Context: an optimization exercise on an open-source flow, tuned for a short achievable clock period and few clock cycles. The choices shown serve that exercise and are no tape-out recipe.
Function was not checked in any run shown here: the RTL went through the layout flow alone.

[design/flow/config.mk]
export PLATFORM = sky130hd
export DESIGN_NAME = armCore
export DESIGN_NICKNAME = armCore
export VERILOG_FILES = /design/flow/design.v
export SDC_FILE = /design/flow/constraint.sdc
export NUM_CORES = 4
export LEC_CHECK = 0
export CAP_MARGIN = 20
export CORE_MARGIN = 2
export CORE_UTILIZATION = 40
export SLEW_MARGIN = 20
[design/flow/constraint.sdc]
create_clock -name core_clock -period 7.5 [get_ports {clk}]
set_input_delay 1.5000 -clock core_clock [delete_from_list [all_inputs] [get_ports {clk}]]
set_output_delay 1.5000 -clock core_clock [all_outputs]
set_load 0.01 [all_outputs]
[design/flow/design.v]
`default_nettype none
package armPkg;
    localparam int wordWidth = 32;
    localparam int regAddrWidth = 4;
    typedef logic [wordWidth-1:0] word_t;        
    typedef logic [regAddrWidth-1:0] regAddr_t;
    typedef logic [3:0] flags_t;                 
    typedef logic [3:0] cond_t;
    typedef logic [2:0] aluOp_t;
    typedef logic [1:0] immSrc_t;
    typedef enum logic [3:0] {
        FETCH,
        DECODE,
        MEMADR,
        MEMRD,
        MEMWB,
        MEMWR,
        EXECUTER,
        EXECUTEI,
        ALUWB,
        BRANCH
    } ctrlState_t;
    localparam regAddr_t pcReg = 4'd15;
    localparam word_t pcStep = 32'd4;
    localparam logic [1:0] opDataProc = 2'b00;
    localparam logic [1:0] opMemory = 2'b01;
    localparam logic [1:0] opBranch = 2'b10;
    localparam logic [3:0] cmdAnd = 4'b0000;
    localparam logic [3:0] cmdEor = 4'b0001;
    localparam logic [3:0] cmdSub = 4'b0010;
    localparam logic [3:0] cmdAdd = 4'b0100;
    localparam logic [3:0] cmdOrr = 4'b1100;
    localparam aluOp_t aluAdd = 3'd0;
    localparam aluOp_t aluSub = 3'd1;
    localparam aluOp_t aluAnd = 3'd2;
    localparam aluOp_t aluOrr = 3'd3;
    localparam aluOp_t aluEor = 3'd4;
    localparam immSrc_t immDp8 = 2'b00;      
    localparam immSrc_t immMem12 = 2'b01;    
    localparam immSrc_t immBranch = 2'b10;   
endpackage
`default_nettype wire
`timescale 1ns/1ps
`default_nettype none
import armPkg::*;
module registerFile (
    input logic clk,
    input logic writeEn,
    input armPkg::regAddr_t writeAddr,
    input armPkg::word_t writeData,
    input armPkg::regAddr_t readAddr1,
    input armPkg::regAddr_t readAddr2,
    input armPkg::regAddr_t readAddr3,
    output armPkg::word_t readData1,
    output armPkg::word_t readData2,
    output armPkg::word_t readData3
);
    logic [wordWidth-1:0] regs [0:14];
    always_ff @(posedge clk) begin
        if (writeEn && (writeAddr != pcReg))
            regs[writeAddr] <= writeData;
    end
    assign readData1 = (readAddr1 == pcReg) ? '0 : regs[readAddr1];
    assign readData2 = (readAddr2 == pcReg) ? '0 : regs[readAddr2];
    assign readData3 = (readAddr3 == pcReg) ? '0 : regs[readAddr3];
endmodule
`default_nettype wire
`timescale 1ns/1ps
`default_nettype none
import armPkg::*;
module armCore (
    input logic clk,
    input logic reset,
    output armPkg::word_t adr,
    output armPkg::word_t writeData,
    input armPkg::word_t readData,
    output logic memWrite
);
    armPkg::word_t pcF;          
    armPkg::word_t adrR;         
    logic busData;               
    logic memWriteR;
    logic vD, vS;
    armPkg::word_t irD, irS;
    armPkg::word_t pc8D, pc8S;   
    logic vE;
    logic dpE, memE, ldE, jmpE, dpPcE, wrRegE, ldRegE, ldPcE, sE, cvE;
    logic andE, orrE, eorE, cinE;
    armPkg::cond_t condE;
    armPkg::regAddr_t rdE;
    armPkg::word_t aE, bE, cE, tgtE, pc4E;
    logic predE;
    armPkg::word_t zres;
    logic cF, vF;
    logic nFl, zFl;
    assign nFl = zres[31];
    assign zFl = (zres == '0);
    function automatic logic condEval(input armPkg::cond_t c, input logic n, input logic z,
                                      input logic cc, input logic v);
        case (c)
            4'b0000: condEval = z;
            4'b0001: condEval = ~z;
            4'b0010: condEval = cc;
            4'b0011: condEval = ~cc;
            4'b0100: condEval = n;
            4'b0101: condEval = ~n;
            4'b0110: condEval = v;
            4'b0111: condEval = ~v;
            4'b1000: condEval = cc & ~z;
            4'b1001: condEval = ~cc | z;
            4'b1010: condEval = (n == v);
            4'b1011: condEval = (n != v);
            4'b1100: condEval = ~z & (n == v);
            4'b1101: condEval = z | (n != v);
            4'b1110: condEval = 1'b1;
            default: condEval = 1'b0;
        endcase
    endfunction
    logic condPassE;
    logic [32:0] sum;
    armPkg::word_t resE;
    logic ovfE;
    assign condPassE = vE & condEval(condE, nFl, zFl, cF, vF);
    assign sum = {1'b0, aE} + {1'b0, bE} + {32'd0, cinE};
    assign ovfE = (aE[31] == bE[31]) && (sum[31] != aE[31]);
    always_comb begin
        if (andE) resE = aE & bE;
        else if (orrE) resE = aE | bE;
        else if (eorE) resE = aE ^ bE;
        else resE = sum[31:0];
    end
    logic e1Mem;         
    logic eDone;
    logic redirectE;
    armPkg::word_t tgtRedirE;
    assign e1Mem = vE & memE & ~busData & condPassE;
    assign eDone = ~e1Mem;
    always_comb begin
        redirectE = 1'b0;
        tgtRedirE = tgtE;
        if (busData) begin
            if (ldPcE) begin
                redirectE = 1'b1;
                tgtRedirE = readData;
            end
        end else if (vE && jmpE && (condPassE != predE)) begin
            redirectE = 1'b1;
            tgtRedirE = condPassE ? tgtE : pc4E;
        end else if (dpPcE && condPassE) begin
            redirectE = 1'b1;
            tgtRedirE = resE;
        end
    end
    logic rfWe;
    armPkg::word_t rfWd;
    assign rfWe = busData ? ldRegE : (wrRegE & condPassE);
    assign rfWd = busData ? readData : resE;
    armPkg::cond_t condD;
    logic [1:0] opD;
    logic immD;
    logic [3:0] cmdD;
    logic sD;
    armPkg::regAddr_t rnD, rdD, rmD;
    logic nopD, dpD, memD, brD, pcrelD;
    assign condD = irD[31:28];
    assign opD = irD[27:26];
    assign immD = irD[25];
    assign cmdD = irD[24:21];
    assign sD = irD[20];
    assign rnD = irD[19:16];
    assign rdD = irD[15:12];
    assign rmD = irD[3:0];
    assign nopD = (condD == 4'b1111) | (opD == 2'b11);
    assign dpD = ~nopD & (opD == opDataProc);
    assign memD = ~nopD & (opD == opMemory);
    assign brD = ~nopD & (opD == opBranch);
    assign pcrelD = dpD & immD & (rnD == pcReg) & (rdD == pcReg) &
                    (cmdD != cmdAnd) & (cmdD != cmdEor) & (cmdD != cmdSub) & (cmdD != cmdOrr);
    armPkg::word_t rf1, rf2, rf3;
    registerFile registerFile_inst (
        .clk(clk),
        .writeEn(rfWe),
        .writeAddr(rdE),
        .writeData(rfWd),
        .readAddr1(rnD),
        .readAddr2(rmD),
        .readAddr3(rdD),
        .readData1(rf1),
        .readData2(rf2),
        .readData3(rf3)
    );
    logic fwdEn;
    armPkg::word_t fwdVal;
    assign fwdEn = busData ? ldRegE : (wrRegE & condPassE);
    assign fwdVal = busData ? readData : resE;
    function automatic armPkg::word_t readReg(input armPkg::regAddr_t r, input armPkg::word_t rfv,
                                              input armPkg::word_t pc8, input logic fe,
                                              input armPkg::regAddr_t rde, input armPkg::word_t fv);
        if (r == pcReg) readReg = pc8;
        else if (fe && (rde == r)) readReg = fv;
        else readReg = rfv;
    endfunction
    armPkg::word_t opA, opRm, opRd, opB;
    assign opA = readReg(rnD, rf1, pc8D, fwdEn, rdE, fwdVal);
    assign opRm = readReg(rmD, rf2, pc8D, fwdEn, rdE, fwdVal);
    assign opRd = readReg(rdD, rf3, pc8D, fwdEn, rdE, fwdVal);
    logic subD;
    assign subD = dpD & (cmdD == cmdSub);
    always_comb begin
        if (memD) opB = {20'd0, irD[11:0]};
        else if (immD) opB = {24'd0, irD[7:0]};
        else opB = opRm;
    end
    armPkg::word_t offD, tgtD;
    logic flagsStable, predD, redirectD, dIssue;
    assign offD = brD ? {{6{irD[23]}}, irD[23:0], 2'b00} : {24'd0, irD[7:0]};
    assign tgtD = pc8D + offD;
    assign flagsStable = ~(vE & dpE & sE & condPassE);
    always_comb begin
        if (condD == 4'b1110) predD = 1'b1;
        else if (flagsStable) predD = condEval(condD, nFl, zFl, cF, vF);
        else predD = brD & irD[23];      
    end
    assign dIssue = vD & eDone & ~redirectE;
    assign redirectD = dIssue & (brD | pcrelD) & predD;
    logic fetchNow, fetchKeep;
    armPkg::word_t pcFNext;
    assign fetchNow = ~busData & ~vS;
    assign fetchKeep = fetchNow & ~redirectE & ~redirectD;
    always_comb begin
        if (redirectE) pcFNext = tgtRedirE;
        else if (redirectD) pcFNext = tgtD;
        else if (fetchNow) pcFNext = pcF + 32'd4;
        else pcFNext = pcF;
    end
    assign adr = adrR;
    assign memWrite = memWriteR;
    assign writeData = cE;
    always_ff @(posedge clk or posedge reset) begin
        if (reset) begin
            pcF <= '0;
            adrR <= '0;
            busData <= 1'b0;
            memWriteR <= 1'b0;
        end else begin
            pcF <= pcFNext;
            busData <= e1Mem;
            memWriteR <= e1Mem & ~ldE;
            adrR <= e1Mem ? sum[31:0] : pcFNext;
        end
    end
    always_ff @(posedge clk or posedge reset) begin
        if (reset) begin
            vD <= 1'b0;
            vS <= 1'b0;
        end else begin
            if (redirectE || redirectD) begin
                vD <= 1'b0;
                vS <= 1'b0;
            end else if (dIssue || !vD) begin
                if (vS) begin
                    vD <= 1'b1;
                    vS <= 1'b0;
                end else begin
                    vD <= fetchKeep;
                end
            end else if (fetchKeep) begin
                vS <= 1'b1;
            end
        end
    end
    always_ff @(posedge clk) begin
        if (dIssue || !vD) begin
            if (vS) begin
                irD <= irS;
                pc8D <= pc8S;
            end else begin
                irD <= readData;
                pc8D <= pcF + 32'd8;
            end
        end
        if (fetchNow) begin
            irS <= readData;
            pc8S <= pcF + 32'd8;
        end
    end
    always_ff @(posedge clk or posedge reset) begin
        if (reset) begin
            vE <= 1'b0;
        end else if (eDone) begin
            vE <= dIssue;
        end
    end
    always_ff @(posedge clk) begin
        if (eDone) begin
            dpE <= dpD;
            memE <= memD;
            ldE <= memD & sD;
            jmpE <= brD | pcrelD;
            dpPcE <= dpD & ~pcrelD & (rdD == pcReg);
            wrRegE <= dpD & (rdD != pcReg);
            ldRegE <= memD & sD & (rdD != pcReg);
            ldPcE <= memD & sD & (rdD == pcReg);
            sE <= sD;
            cvE <= sD & ((cmdD == cmdAdd) | (cmdD == cmdSub));
            andE <= dpD & (cmdD == cmdAnd);
            orrE <= dpD & (cmdD == cmdOrr);
            eorE <= dpD & (cmdD == cmdEor);
            cinE <= subD;
            condE <= nopD ? 4'b1111 : condD;
            rdE <= rdD;
            aE <= opA;
            bE <= subD ? ~opB : opB;
            cE <= opRd;
            tgtE <= tgtD;
            pc4E <= pc8D - 32'd4;
            predE <= predD;
        end
    end
    always_ff @(posedge clk or posedge reset) begin
        if (reset) begin
            zres <= 32'd1;
            cF <= 1'b0;
            vF <= 1'b0;
        end else if (!busData && dpE && sE && condPassE) begin
            zres <= resE;
            if (cvE) begin
                cF <= sum[32];
                vF <= ovfE;
            end
        end
    end
endmodule
`default_nettype wire
[design/flow/run.sh]
#!/bin/bash
# synth_recipe.tcl (not shown) runs the flow's synth.tcl, then flattens the netlist and writes it again
# the make line also repeats each setting of config.mk as NAME=value (left out here)
make -C /OpenROAD-flow-scripts/flow DESIGN_CONFIG=/design/flow/config.mk WORK_HOME=/design/flow/orfs CLKGATE_MAP_FILE= SYNTH_SCRIPT=/design/flow/synth_recipe.tcl finish
==> summary.txt, run 1 <==
Outcome
  • Status: complete, no violations

Timing
  • Rel. slew slack: 0.2379
  • Final period util: 0.6783
  • Setup slack after layout: 2413 ps
  • Slew Viols, Final: 0
  • Layout Skew: around 48 ps
  • # setup viols final: 0
  • Slew of the pin with the lowest slew margin: between 1000 and 1500 ps
  • Final hold vios: 0
  • Min Tclk post-route: 5087 ps
  • Fin Hold WS: 372.3 ps
  • RSZ-0062 raised after global routing: no
  • Post-route setup TNS: 0 ps
  • FMAX: 0.1966 GHz

Setup path
  • Critical path type: flip-flop to flip-flop
  • R2R Path End: bE[15]$_DFFE_PN_
  • Worst Setup SP: zres[5]$_DFFE_PP0P_
  • Reg-to-reg startpoint: zres[5]$_DFFE_PP0P_
  • Max FO, Critical Path: 32
  • Worst Setup EP: bE[15]$_DFFE_PN_
  • Worst EP required: ~7900 ps
  • Setup crit start kind: flip-flop
  • R2r setup slk: 2410 ps
  • Crit path DAT: 5520 ps
  • CP Capture Type: flip-flop
  • FF-to-FF path depth: 11

Drt
  • Total wire length: 193300 microns
  • DR pass1 iterations: 8
  • Vias: roughly 39k
  • Detail-routed via count per cell: 6.480
  • Metal3 WL: 21160 microns
  • Post-DRT Antenna Nets: 0
  • Post-Route M1 WL: 75100 microns
  • Met2 WL: 86020 microns
  • Top routing layer used: met5
  • Initial DRC Count: 5783
  • DRC viols: 0
  • Post-DR wirelength/cell: about 32 microns

Floorplanning
  • Die H: between 300 and 400 microns
  • Die area: between 100000 and 150000 sq um
  • DIE WIDTH: 366.1 microns
  • Starting density of the core: 0.4040
  • Core ar.: around 130000 sq um
  • Boundary pin count: 99
  • Core Rows: 132

GRT
  • Largest net degree at the start of global routing: 149
  • Vias in the first global route: ~36k
  • Gr ovfl total: 0
  • GRT Total Usage: 0.2816
  • First-pass GRT wire length: 271900 microns
  • Initial antenna violation count: 12

Synthesis
  • Post-synthesis cell count: 4122
  • Post-synth top flop: edfxtp_1
  • Synth unique cells: 90
  • Flops & latches, synth: slightly above 900
  • Share of the synthesized area in the top cell type: 0.4529
  • Top-count cell post-synth: edfxtp_1
  • Post-synth EDFFs: 791
  • Top cells by count, synth: edfxtp_1, mux4_2, nand2_1
  • Syn Nets: about 4.3k
  • Synth Warn #: 2
  • Seq/Total Area, Yosys: 0.5067
  • Post-synthesis cell area: 52440 sq um
  • Largest area contributor in the netlist: edfxtp_1
  • Async set-or-reset flop fraction in the synthesized netlist: 0.1137
  • Top cells by area, synth: edfxtp_1, mux4_2, dfrtp_1
  • Avg Cell Area, Syn: around 13 sq um

Placement
  • IO buf count: 98
  • Pre-CTS setup slack: 2541 ps
  • RD Place Congestion: 1.022
  • DP HPWL: 132700 microns

Layout
  • Multi-input gate area: 24360 sq um
  • Layout cells sized above 1: 0.1949
  • FF/Latch Area: around 27000 sq um
  • # nets final: 4252
  • Area growth, synth to finish: 12.20%
  • Fillers: 11.71k

Clock tree
  • Worst-skew pair later-pin latency: 750 ps
  • Clk Tree Root Cell: clkbuf_16
  • Clock Tree Buf Depth: 3
  • Clock sinks: 906
  • H-tree Lvls: 3
  • TritonCTS clock tree: yes
  • Hold_buf cts: 0
  • Post-CTS Setup Bufs: 0
  • Post-CTS sizing: 0
  • Clock slew seen by the registers of the worst setup and hold paths: ~60 ps
  • CTS buffer count: 103

Min path
  • Hold Path Class: flip-flop to flip-flop

Job
  • Max Cap Viol: 0
per-stage QoR:
stage | util | instance area, sq um | cells
floorplan | - | 52440 | 4122
global placement | 0.4266 | 55380 | 5751
detailed placement | 0.4270 | 55430 | 5754
CTS | 0.4531 | 58830 | 5949
global route | 0.4532 | 58830 | 5949
finish | 0.4533 | 58840 | 5954
cell families (layout without fill, tap and decap cells):
| family | Yosys count | count (layout) | share of synthesized area |
|---|---|---|---|
| compound gates | 883 | 883 | 0.1088 |
| buf+inv | 428 | 513 | 0.03252 |
| xor+xnor | 201 | 201 | 0.03357 |
| fa+ha+maj | 101 | 101 | 0.02453 |
| simple gates | 953 | 953 | 0.08699 |
| flops | 906 | 906 | 0.5067 |
| mux | 650 | 650 | 0.2068 |
| other cells | 0 | 5 | 0 |
registers in the layout (all words and copies together), names as in the netlist, 4 cells and up, named ones only:
signal	count
registerFile_inst.regs	480
aE	32
adrR	32
bE	32
cE	32
irD	32
irS	32
pc4E	32
pc8D	32
pc8S	32
pcF	32
tgtE	32
zres	32
condE	4
rdE	4
cell type report:
type                    instances  area share
diodes                          5   0.0002126
clock buffers                 122     0.04727
clock inverters                73     0.01044
inverters                     112    0.007188
multi-input cells            2788      0.4140
flip-flops and latches        906      0.4523
well taps                    1742     0.03704
repair buffers                206     0.03149
worst min path at each step:
stage,startpoint,endpoint,slack (ps),cells past startpoint
2_1_floorplan,ldE$_DFFE_PN_,memWriteR$_DFF_PP0_,380,1
3_3_place_gp,ldE$_DFFE_PN_,memWriteR$_DFF_PP0_,390,1
3_5_place_dp,ldE$_DFFE_PN_,memWriteR$_DFF_PP0_,380,1
4_1_cts,ldE$_DFFE_PN_,memWriteR$_DFF_PP0_,360,1
5_1_grt,ldE$_DFFE_PN_,memWriteR$_DFF_PP0_,410,1
6_report,ldE$_DFFE_PN_,memWriteR$_DFF_PP0_,370,1
placed cells by master (no fill, tap or decap), types with 98 or more instances in the layout:
cell and n:
mux4_2 333, nand2_1 331, mux2i_1 180, clkbuf_16 105, buf_4 102, a21oi_1 200
clkdlybuf4s50_1 98, nor2_1 217, edfxtp_1 791, mux2_2 135, o21ai_0 240, ha_1 98
inv_1 109, xnor2_1 116, dfrtp_1 100, a211oi_1 119
worst max-delay path: stages, from the launching register on:
cell and delay [ps]:
dfrtp_1 390, nor4_2 370, and4_1 340, nand3_1 100, a21oi_1 290, or4_1 170
buf_4 440, a22o_1 640, nand2_2 610, nor2_1 890, a21oi_1 260, xnor2_1 220
layer usage:
layer	global-route usage	up-vias
li1	-	16030
met1	0.3816	19660
met2	0.4254	2461
met3	0.06476	422
met4	0.1400	12
met5	0	-
==> inputs of run 2 (changes only) <==
--- a/design/flow/design.v
+++ b/design/flow/design.v
@@ -90,11 +90,7 @@
     armPkg::regAddr_t rdE;
     armPkg::word_t aE, bE, cE, tgtE, pc4E;
     logic predE;
-    armPkg::word_t zres;
-    logic cF, vF;
-    logic nFl, zFl;
-    assign nFl = zres[31];
-    assign zFl = (zres == '0);
+    logic nFl, zFl, cF, vF;
     function automatic logic condEval(input armPkg::cond_t c, input logic n, input logic z,
                                       input logic cc, input logic v);
         case (c)
@@ -123,6 +119,14 @@
     assign condPassE = vE & condEval(condE, nFl, zFl, cF, vF);
     assign sum = {1'b0, aE} + {1'b0, bE} + {32'd0, cinE};
     assign ovfE = (aE[31] == bE[31]) && (sum[31] != aE[31]);
+    logic zeroE;
+    always_comb begin
+        if (andE) zeroE = ((aE & bE) == '0);
+        else if (orrE) zeroE = ((aE | bE) == '0);
+        else if (eorE) zeroE = (aE == bE);
+        else zeroE = ((aE[0] ^ bE[0]) == cinE) &&
+                     (((aE[31:1] ^ bE[31:1]) ^ (aE[30:0] | bE[30:0])) == '0);
+    end
     always_comb begin
         if (andE) resE = aE & bE;
         else if (orrE) resE = aE | bE;
@@ -319,11 +323,13 @@
     end
     always_ff @(posedge clk or posedge reset) begin
         if (reset) begin
-            zres <= 32'd1;
+            nFl <= 1'b0;
+            zFl <= 1'b0;
             cF <= 1'b0;
             vF <= 1'b0;
         end else if (!busData && dpE && sE && condPassE) begin
-            zres <= resE;
+            nFl <= resE[31];
+            zFl <= zeroE;
             if (cvE) begin
                 cF <= sum[32];
                 vF <= ovfE;
--- a/design/flow/config.mk
+++ b/design/flow/config.mk
@@ -5,7 +5,9 @@
 export SDC_FILE = /design/flow/constraint.sdc
 export NUM_CORES = 4
 export LEC_CHECK = 0
+export ABC_CLOCK_PERIOD_IN_PS = 2500
 export CAP_MARGIN = 20
 export CORE_MARGIN = 2
 export CORE_UTILIZATION = 40
+export SETUP_SLACK_MARGIN = 5
 export SLEW_MARGIN = 20
==> run 2 against run 1 <==
Die area is 1.4% lower. Non-clock buffer count is 694 higher. Critical endpoint is now adrR[26]$_DFF_PP0_. Register-to-register slack better by 1000 ps. Sequential share of layout area is 9.5 points lower. Clock-buffer cell count is 3 lower. Via count is 13% higher. Worst setup slack better by 1000 ps. Still clean. Routed wire length is 21% higher. Critical path depth is 6 higher.
==> summary.txt, run 2 <==
Synthesis
  • Post-synth EDFFs: 791 (unchanged)
  • Synth unique cells: 80 (was 90)
  • Async set-or-reset flop fraction in the synthesized netlist: 0.08333 (was 0.1137)
  • Syn Nets: 4235 (was 4257)
  • Top cells by area, synth: edfxtp_1, mux4_2, dfrtp_1 (unchanged)
  • Seq/Total Area, Yosys: 0.4994 (was 0.5067)
  • Avg Cell Area, Syn: 12.61 sq um (was 12.72 sq um)
  • Largest area contributor in the netlist: edfxtp_1 (unchanged)
  • Synth Warn #: 2 (unchanged)
  • Flops & latches, synth: 876 (was 906)
  • Top-count cell post-synth: edfxtp_1 (unchanged)
  • Post-synth top flop: edfxtp_1 (unchanged)
  • Share of the synthesized area in the top cell type: 0.4594 (was 0.4529)
  • Post-synthesis cell area: 51700 sq um (was 52440 sq um)
  • Top cells by count, synth: edfxtp_1, nand2_1, mux4_2 (was edfxtp_1, mux4_2, nand2_1)
  • Post-synthesis cell count: 4100 (was 4122)

Clock tree
  • CTS buffer count: 100 (was 103)
  • Clock slew seen by the registers of the worst setup and hold paths: 60 ps (about the same)
  • Clk Tree Root Cell: clkbuf_16 (unchanged)
  • Clock sinks: 876 (was 906)
  • Clock Tree Buf Depth: 3 (unchanged)
  • H-tree Lvls: 3 (unchanged)
  • Hold_buf cts: 0 (unchanged)
  • TritonCTS clock tree: yes (unchanged)
  • Worst-skew pair later-pin latency: 770 ps (was 750 ps)

Layout
  • Area growth, synth to finish: 39.97% (was 12.20%)
  • Multi-input gate area: 28790 sq um (was 24360 sq um)
  • FF/Latch Area: 25880 sq um (was 26610 sq um)
  • Layout cells sized above 1: 0.4276 (was 0.1949)
  • Most frequent cells in the layout: edfxtp_1, mux4_2, nand2_1 (unchanged)
  • Most common cell after layout, fill and taps aside: edfxtp_1 (unchanged)
  • Most flops, register: registerFile_inst.regs (unchanged)
  • Fillers: 9921 (was 11.71k)
  • # nets final: 4933 (was 4252)
  • Max reg flops: 480 (unchanged)

Timing
  • Layout Skew: 47.23 ps (was 47.52 ps)
  • Final hold vios: 0 (unchanged)
  • Min Tclk post-route: 4045 ps (was 5087 ps)
  • Slew of the pin with the lowest slew margin: 1213 ps (was 1114 ps)
  • Final period util: 0.5393 (was 0.6783)
  • RSZ-0062 raised after global routing: yes (was no)
  • Slew Viols, Final: 0 (unchanged)
  • Post-route setup TNS: 0 ps (unchanged)
  • # setup viols final: 0 (unchanged)
  • Setup slack after layout: 3455 ps (was 2413 ps)
  • FMAX: 0.2472 GHz (was 0.1966 GHz)
  • Rel. slew slack: 0.1867 (was 0.2379)

Drt
  • DR pass1 iterations: 9 (was 8)
  • Post-DR wirelength/cell: 35.74 microns (was 32.47 microns)
  • Post-DRT Antenna Nets: 0 (unchanged)
  • DRC viols: 0 (unchanged)
  • Detail-routed via count per cell: 6.656 (was 6.480)
  • Vias: 43.54k (was 38.58k)
  • Total wire length: 233800 microns (was 193300 microns)
  • Initial DRC Count: 6583 (was 5783)

Outcome
  • Status: complete, no violations (unchanged)

Floorplanning
  • Die area: 132100 sq um (was 134000 sq um)
  • Core Rows: 131 (was 132)
  • Core ar.: 127800 sq um (was 129800 sq um)
  • Die H: 363.5 microns (was 366.1 microns)
  • DIE WIDTH: 363.5 microns (was 366.1 microns)
  • Starting density of the core: 0.4044 (was 0.4040)
  • Boundary pin count: 99 (unchanged)

Setup path
  • Critical path type: flip-flop to flip-flop (unchanged)
  • Setup crit start kind: flip-flop (unchanged)
  • Max FO, Critical Path: 6 (was 32)
  • CP Capture Type: flip-flop (unchanged)
  • Crit path DAT: 4670 ps (was 5520 ps)
  • Worst EP required: 8130 ps (was 7930 ps)

GRT
  • GRT Total Usage: 0.3394 (was 0.2816)
  • Initial antenna violation count: 9 (was 12)
  • Vias in the first global route: 41.36k (was 36.03k)
  • First-pass GRT wire length: 316200 microns (was 271900 microns)
  • Largest net degree at the start of global routing: 100 (was 149)
  • Gr ovfl total: 0 (unchanged)

Placement
  • DP HPWL: 131400 microns (was 132700 microns)
  • RD Place Congestion: 1.015 (was 1.022)
  • Pre-CTS setup slack: 2981 ps (was 2541 ps)
  • IO buf count: 98 (unchanged)

Job
  • Max Cap Viol: 0 (unchanged)

Min path
  • Hold Path Class: flip-flop to flip-flop (unchanged)
-- run 2: cell families after synthesis --
logic type / synth area share
buffers and inverters: 0.03180
AO/OA/AOI/OAI: 0.1061
adder cells (fa/ha/maj): 0.02488
multiplexers: 0.2104
AND/OR/NAND/NOR: 0.08872
flip-flops: 0.4994
XOR/XNOR: 0.03863
-- run 2: area by class of cell --
class,instances,area share
antenna,2,0.00006916
clock buffer,119,0.03570
clock inverter,63,0.009579
inverter,109,0.006069
multi-input combinational,2810,0.3978
sequential,876,0.3576
tap,1662,0.02874
timing repair buffer,900,0.1643
timing repair inverter,1,0.0001037
-- run 2: path summary, 6_finish.rpt --
path,slack [ps],end,from,depth (start not counted)
worst max-delay path,3460,adrR[26]$_DFF_PP0_,irD[26]$_DFFE_PN_,17
worst min-delay path,410,memWriteR$_DFF_PP0_,ldE$_DFFE_PN_,1
worst max register to register,3460,adrR[26]$_DFF_PP0_,irD[26]$_DFFE_PN_,17
worst min register to register,410,memWriteR$_DFF_PP0_,ldE$_DFFE_PN_,1
max in group asynchronous,5500,pcF[3]$_DFF_PP0_,reset,3
min in group asynchronous,1040,pcF[31]$_DFF_PP0_,reset,2
-- run 2: worst max-delay path, cell delays in order, from the launching register on --
cell      delay [ps]
edfxtp_1         470
a41oi_4          250
buf_12           160
nand2_8          100
and2_4           200
ha_4             160
fa_2             380
a211oi_4         270
o211ai_1         230
a211oi_4         300
buf_6            180
nor4_4            40
a211oi_2         270
o21a_2           220
xnor2_2          100
o21ai_1          140
o21ai_1          110
mux2_4           310
-- run 2: layer usage --
metal	wire, microns	vias up	track usage
met5	42	-	0
met4	19760	6	0.2174
met3	26920	754	0.08783
met2	104000	3247	0.5188
met1	83140	22050	0.4291
li1	-	17490	-
-- run 2: stage by stage --
step	instance area (sq um)	util	instances	hold slack [ps]
after detailed placement	55220	0.4319	5643	393.0
after global routing	72360	0.5660	6540	436.3
after floorplan	52620	-	4100	379.0
final	72360	0.5660	6542	411.6
after global placement	55210	0.4319	5643	385.0
after CTS	68430	0.5352	6345	401.2
-- run 2: what timing repair did --
| item | in CTS | in global routing |
|---|---|---|
| buffers inserted | 416 | 174 |
| endpoints found under the setup margin | 1535 | 1501 |
| cloned | 104 | 21 |
| gates resized for setup | 1233 | 472 |
| pin swaps | 189 | 182 |

==> what the ideal ports hide <==
How much do the figures lean on ideal ports? The routed layouts below were timed once more, with nothing changed but the port constraints.
Step 1 assumes that a clkbuf_16 drives the clock port and a buf_2 every other input.
Step 2 moves the port delays by t, midway between the first and last clock arrival at a register: inputs arrive t later, outputs are due t later. That takes back most of the time a late clock gives input paths.
a / b / c = no drivers / after step 1 / after step 2; a / b = the first two.
run	shift t [ns]	slack for setup (ns)	latest minus earliest clock arrival (ns)
run 1	0.804	2.413 / 2.413 / 2.413	0.049 / 0.050
run 2	0.825	3.455 / 3.455 / 3.455	0.048 / 0.047
After both steps every run listed still meets setup and hold.
